Background: an optimization exercise with open tools, aiming at small area and few clock cycles per item. Do not read the settings as production practice.
Only simulation tests tie the RTL to the original design; equivalence was not proved.
Power and IR drop assume default switching activity.

==> flow/design.v <==
package grr_pkg;
    localparam int CFG_W = 5;
    localparam int DATA_W = 32;
    typedef struct packed {
        logic bank;    
        logic rev;     
        logic fin;     
    } grp_flags_t;
endpackage
module grr_sel3n (
    input  logic [2:0] sel,
    input  logic [2:0] d,
    output logic       y_n
);
    assign y_n = !(|(sel & d));
endmodule
module grr_nand2 (
    input  logic a,
    input  logic b,
    output logic y
);
    assign y = !(a && b);
endmodule
module grr_nand3 (
    input  logic a,
    input  logic b,
    input  logic c,
    output logic y
);
    assign y = !(a && b && c);
endmodule
module grr_or2 (
    input  logic a,
    input  logic b,
    output logic y
);
    assign y = a || b;
endmodule
module grr_dec16 (
    input  logic [3:0]  x,
    output logic [15:0] y
);
    logic [3:0] lo_n;
    logic [3:0] hi_n;
    grr_pre4 u_lo (.x (x[1:0]), .y_n (lo_n));
    grr_pre4 u_hi (.x (x[3:2]), .y_n (hi_n));
    for (genvar i = 0; i < 16; i++)
    begin : g_out
        grr_nor2 u_nor (.a (lo_n[i % 4]), .b (hi_n[i / 4]), .y (y[i]));
    end
endmodule
module grr_dec16e (
    input  logic [3:0]  x,
    input  logic        en,
    output logic [15:0] y
);
    logic [3:0] lo_n;
    logic [3:0] hi_n;
    grr_pre4e u_lo (.x (x[1:0]), .en (en), .y_n (lo_n));
    grr_pre4  u_hi (.x (x[3:2]), .y_n (hi_n));
    for (genvar i = 0; i < 16; i++)
    begin : g_out
        grr_nor2 u_nor (.a (lo_n[i % 4]), .b (hi_n[i / 4]), .y (y[i]));
    end
endmodule
module grr_pre4 (
    input  logic [1:0] x,
    output logic [3:0] y_n
);
    always_comb
    begin
        for (int k = 0; k < 4; k++)
        begin
            y_n[k] = (x != 2'(k));
        end
    end
endmodule
module grr_pre4e (
    input  logic [1:0] x,
    input  logic       en,
    output logic [3:0] y_n
);
    always_comb
    begin
        for (int k = 0; k < 4; k++)
        begin
            y_n[k] = !(en && (x == 2'(k)));
        end
    end
endmodule
module grr_nor2 (
    input  logic a,
    input  logic b,
    output logic y
);
    assign y = !(a || b);
endmodule
module group_reversal_reorder #(
    parameter int MAX_GROUP = 16
) (
    input  logic                       clk,
    input  logic                       rst_n,
    input  logic                       cfg_we,
    input  logic [grr_pkg::CFG_W-1:0]  cfg_wdata,
    input  logic                       in_valid,
    output logic                       in_stall,
    input  logic signed [31:0]         value,
    input  logic                       last,
    output logic                       out_valid,
    input  logic                       out_stall,
    output logic signed [31:0]         value_res,
    output logic                       run_last,
    output logic                       stream_end
);
    localparam int AW = $clog2(MAX_GROUP);
    logic [grr_pkg::DATA_W-1:0] mem [MAX_GROUP];
    logic [AW-1:0]  szm1_reg;
    logic [AW-1:0]  szm1_new;
    logic [AW-1:0]  wpos_reg;
    logic           wdir_reg;
    logic [AW-1:0]  wcnt_reg;       
    logic [AW-1:0]  wslot;
    logic           cvalid_reg;
    logic [AW-1:0]  rpos_reg;
    logic           rdir_reg;
    logic [AW-1:0]  rend_reg;       
    logic           rfin_reg;
    logic [AW-1:0]  rslot;
    logic           nvalid_reg;
    logic [AW-1:0]  npos_reg;
    logic           ndir_reg;
    logic [AW-1:0]  nend_reg;       
    logic           nfin_reg;
    logic           take;
    logic           rdone;
    logic           accept;
    logic           size_hit;
    logic           close;
    logic           flip;
    logic [AW-1:0]  cdist;
    logic [AW-1:0]  ndist;
    logic           cbusy;
    logic           nbusy;
    logic           q_block;
    logic [AW-1:0]  gpos;
    logic [AW-1:0]  d_pos;
    logic [AW-1:0]  d_end;
    logic           d_dir;
    assign wslot = wpos_reg ^ {AW{wdir_reg}};
    assign rslot = rpos_reg ^ {AW{rdir_reg}};
    assign take  = cvalid_reg && !out_stall;
    assign rdone = take && (rpos_reg == rend_reg);
    assign szm1_new = (cfg_wdata == '0) ? '0
                    : (cfg_wdata > grr_pkg::CFG_W'(MAX_GROUP)) ? AW'(MAX_GROUP - 1)
                    : AW'(cfg_wdata - grr_pkg::CFG_W'(1));
    assign size_hit = (wcnt_reg >= szm1_reg);
    assign close    = size_hit || last;
    assign flip = size_hit && (szm1_reg >= AW'(MAX_GROUP / 2));
    assign cdist = wpos_reg ^ {AW{wdir_reg ^ rdir_reg}};
    assign ndist = wpos_reg ^ {AW{wdir_reg ^ ndir_reg}};
    assign cbusy = cvalid_reg && ((cdist == rpos_reg) ? !take : (cdist == rend_reg));
    assign nbusy = nvalid_reg && ((ndist == npos_reg) || (ndist == nend_reg));
    assign q_block  = close && nvalid_reg && !rdone;
    assign in_stall = cbusy || nbusy || q_block;
    assign accept   = in_valid && !in_stall;
    assign gpos  = wpos_reg - wcnt_reg;    
    assign d_pos = size_hit ? ~wpos_reg : gpos;
    assign d_end = size_hit ? ~gpos : wpos_reg;
    assign d_dir = size_hit ? !wdir_reg : wdir_reg;
    always_ff @(posedge clk or negedge rst_n)
    begin
        if (!rst_n)
        begin
            szm1_reg   <= '0;
            wpos_reg   <= '0;
            wdir_reg   <= 1'b0;
            wcnt_reg   <= '0;
            cvalid_reg <= 1'b0;
            nvalid_reg <= 1'b0;
        end
        else
        begin
            if (cfg_we)
            begin
                szm1_reg <= szm1_new;
            end
            if (!cvalid_reg || rdone)
            begin
                cvalid_reg <= nvalid_reg || (accept && close);
            end
            if (accept && close && (nvalid_reg || (cvalid_reg && !rdone)))
            begin
                nvalid_reg <= 1'b1;
            end
            else if (!cvalid_reg || rdone)
            begin
                nvalid_reg <= 1'b0;
            end
            if (accept)
            begin
                wcnt_reg <= close ? '0 : (wcnt_reg + AW'(1));
                if (close && flip)
                begin
                    wpos_reg <= ~wpos_reg;
                    wdir_reg <= !wdir_reg;
                end
                else
                begin
                    wpos_reg <= wpos_reg + AW'(1);
                end
            end
        end
    end
    always_ff @(posedge clk)
    begin
        if (!cvalid_reg || rdone)
        begin
            if (nvalid_reg)
            begin
                rpos_reg <= npos_reg;
                rdir_reg <= ndir_reg;
                rend_reg <= nend_reg;
                rfin_reg <= nfin_reg;
            end
            else
            begin
                rpos_reg <= d_pos;
                rdir_reg <= d_dir;
                rend_reg <= d_end;
                rfin_reg <= last;
            end
        end
        else if (take)
        begin
            rpos_reg <= rpos_reg + AW'(1);
        end
        if (accept && close)
        begin
            npos_reg <= d_pos;
            ndir_reg <= d_dir;
            nend_reg <= d_end;
            nfin_reg <= last;
        end
    end
    logic [MAX_GROUP-1:0] wsel;
    grr_dec16e u_wdec (.x (wslot), .en (accept), .y (wsel));
    always_ff @(posedge clk)
    begin
        for (int i = 0; i < MAX_GROUP; i++)
        begin
            if (wsel[i])
            begin
                mem[i] <= value;
            end
        end
    end
    logic [MAX_GROUP-1:0] rsel;
    grr_dec16 u_rdec (.x (rslot), .y (rsel));
    for (genvar b = 0; b < grr_pkg::DATA_W; b++)
    begin : g_rd
        logic [MAX_GROUP-1:0] col;
        logic [1:0]           half;
        for (genvar i = 0; i < MAX_GROUP; i++)
        begin : g_col
            assign col[i] = mem[i][b];
        end
        logic [5:0] part_n;      
        for (genvar k = 0; k < 5; k++)
        begin : g_tri
            grr_sel3n u_sel (.sel (rsel[3*k+2:3*k]), .d (col[3*k+2:3*k]), .y_n (part_n[k]));
        end
        grr_nand2 u_last (.a (rsel[15]), .b (col[15]), .y (part_n[5]));
        grr_nand3 u_lo (.a (part_n[0]), .b (part_n[1]), .c (part_n[2]), .y (half[0]));
        grr_nand3 u_hi (.a (part_n[3]), .b (part_n[4]), .c (part_n[5]), .y (half[1]));
        grr_or2   u_or (.a (half[0]), .b (half[1]), .y (value_res[b]));
    end
    assign out_valid  = cvalid_reg;
    assign run_last   = (rpos_reg == rend_reg);
    assign stream_end = (rpos_reg == rend_reg) && rfin_reg;
endmodule
==> flow/config.mk <==
export PLATFORM = sky130hd
export DESIGN_NAME = group_reversal_reorder
export DESIGN_NICKNAME = group_reversal_reorder
export VERILOG_FILES = /design/flow/design.v
export SDC_FILE = /design/flow/constraint.sdc
export NUM_CORES = 4
export LEC_CHECK = 0
export CAP_MARGIN = 0
export CORE_MARGIN = 2
export CORE_UTILIZATION = 75
export PLACE_DENSITY = 0.85
export SETUP_SLACK_MARGIN = 0.05
export SLEW_MARGIN = 0
export SYNTH_HIERARCHICAL = 1
export SYNTH_MINIMUM_KEEP_SIZE = 0
==> flow/constraint.sdc <==
create_clock -name core_clock -period 5.0 [get_ports {clk}]
set_input_delay 1.0000 -clock core_clock [delete_from_list [all_inputs] [get_ports {clk}]]
set_output_delay 1.0000 -clock core_clock [all_outputs]
set_load 0.01 [all_outputs]
standard.sh (not shown) runs the stock make flow with config.mk's settings and CLKGATE_MAP_FILE= SYNTH_SCRIPT=/design/flow/synth_recipe.tcl, a recipe that flattens the netlist after the stock synthesis.
==> flow/flow/run.sh <==
#!/bin/bash
# Layout flow: the standard ORFS flow (standard.sh, unchanged synthesis), with two
# changes passed as ORFS variables:
#  - port buffers use the smallest buffer cell (every input and output still gets one);
#  - clock tree synthesis uses large clock buffers over large sink clusters and no dummy loads.
# make's full output goes to flow_make.log; each ORFS step keeps its own log under orfs/logs/.
set -euo pipefail
export BUFFER_PORTS_ARGS="-buffer_cell sky130_fd_sc_hd__buf_1"
export CTS_ARGS="-sink_clustering_enable -repair_clock_nets -dont_use_dummy_load -buf_list sky130_fd_sc_hd__clkbuf_8 -sink_clustering_size 16 -sink_clustering_max_diameter 50"
bash standard.sh finish > flow_make.log 2>&1
The baseline completed without violations.
Testbench counts at the start, summed over its fixed seeds: cycles 49,519, words 41,157.
==> next run, changes <==
Settings changed: PLACE_DENSITY 0.85 to 0.92.
After rerunning: Utilization stays flat; total power is about the same; maximum frequency increases by 1.4%; setup slack gets better by 64 ps; first-iteration DRC count increases by 10%; area after synthesis stays the same; flip-flop and latch count does not change; routed wire length increases by 3.0%; final cell count stays the same; combinational power stays flat.
==> next run, changes <==
--- a/flow/flow/run.sh
+++ b/flow/flow/run.sh
@@ -8,3 +8,3 @@
 export BUFFER_PORTS_ARGS="-buffer_cell sky130_fd_sc_hd__buf_1"
-export CTS_ARGS="-sink_clustering_enable -repair_clock_nets -dont_use_dummy_load -buf_list sky130_fd_sc_hd__clkbuf_8 -sink_clustering_size 16 -sink_clustering_max_diameter 50"
+export CTS_ARGS="-sink_clustering_enable -repair_clock_nets -dont_use_dummy_load -buf_list sky130_fd_sc_hd__clkbuf_8 -sink_clustering_size 20 -sink_clustering_max_diameter 45"
 bash standard.sh finish > flow_make.log 2>&1
Settings changed: PLACE_DENSITY 0.92 to 0.85.
The new run completed with no timing, DRC or antenna violations.
Area after synthesis does not change.
Sequential power hardly moves.
Sequential share of layout area goes down by 0.18 points.
Via count falls by 1.0%.
Cell area stays flat.
Register-to-register slack got worse by 30 ps.
Total power hardly moves.
Worst setup slack is worse by 45 ps.
Worst hold slack gets worse by 11 ps.
Clock power goes up by about 3%.
==> next run, changes <==
--- a/flow/flow/run.sh
+++ b/flow/flow/run.sh
@@ -8,3 +8,3 @@
 export BUFFER_PORTS_ARGS="-buffer_cell sky130_fd_sc_hd__buf_1"
-export CTS_ARGS="-sink_clustering_enable -repair_clock_nets -dont_use_dummy_load -buf_list sky130_fd_sc_hd__clkbuf_8 -sink_clustering_size 20 -sink_clustering_max_diameter 45"
+export CTS_ARGS="-sink_clustering_enable -repair_clock_nets -dont_use_dummy_load -buf_list sky130_fd_sc_hd__clkbuf_8 -sink_clustering_size 16 -sink_clustering_max_diameter 50"
 bash standard.sh finish > flow_make.log 2>&1
Settings changed: CORE_UTILIZATION 75 to 80, GPL_TIMING_DRIVEN set to 0, PLACE_DENSITY 0.85 to 0.9.
Via count goes up by a little under a tenth.
Critical path depth goes up by 2.
Non-clock buffer count goes up by 22.
==> next run, changes <==
Settings changed: CORE_UTILIZATION 80 to 78, GPL_TIMING_DRIVEN 0 to not set, PLACE_DENSITY 0.9 to 0.92.
Result: Hold slack degrades by 25 ps; total power is lower by 2.5%; via count falls by 2.0%; synthesized cell count is unchanged; synthesized area is unchanged; global-route usage went down by 3.6 points; register-to-register slack gets better by 90 ps; setup slack is worse by 73 ps; design area came out lower by 2.7%; sequential share of layout area rises by 2.0 points.

re-timing with driven ports:
The flow's constraints put no driver on any port. The routed layouts listed below were extracted and timed again, unchanged, in two steps.
Step 1 (the two cells are an assumption about what drives the block):
set clk [get_ports {clk}]
set_driving_cell -lib_cell sky130_fd_sc_hd__clkbuf_16 $clk
set_driving_cell -lib_cell sky130_fd_sc_hd__buf_2 [delete_from_list [all_inputs] $clk]
Step 2 also shifts input and output timing later by t, the mid clock arrival at the registers, as if the neighbouring blocks saw the same clock.
Slacks: no drivers / after step 1 / after step 2; pairs: no drivers / after step 1.
run	t (ns)	setup slack, ns	worst hold slack (ns)
the first run	0.597	0.413 / 0.367 / 0.767	0.512 / 0.491 / 0.534
the second run	0.616	0.477 / 0.426 / 0.734	0.506 / 0.486 / 0.566
the third run	0.599	0.432 / 0.388 / 0.703	0.495 / 0.475 / 0.550
the fourth run	0.601	0.358 / 0.311 / 0.358	0.523 / 0.512 / 0.548
the fifth run	0.594	0.284 / 0.243 / 0.451	0.498 / 0.483 / 0.571
After both steps every run listed still meets setup and hold.
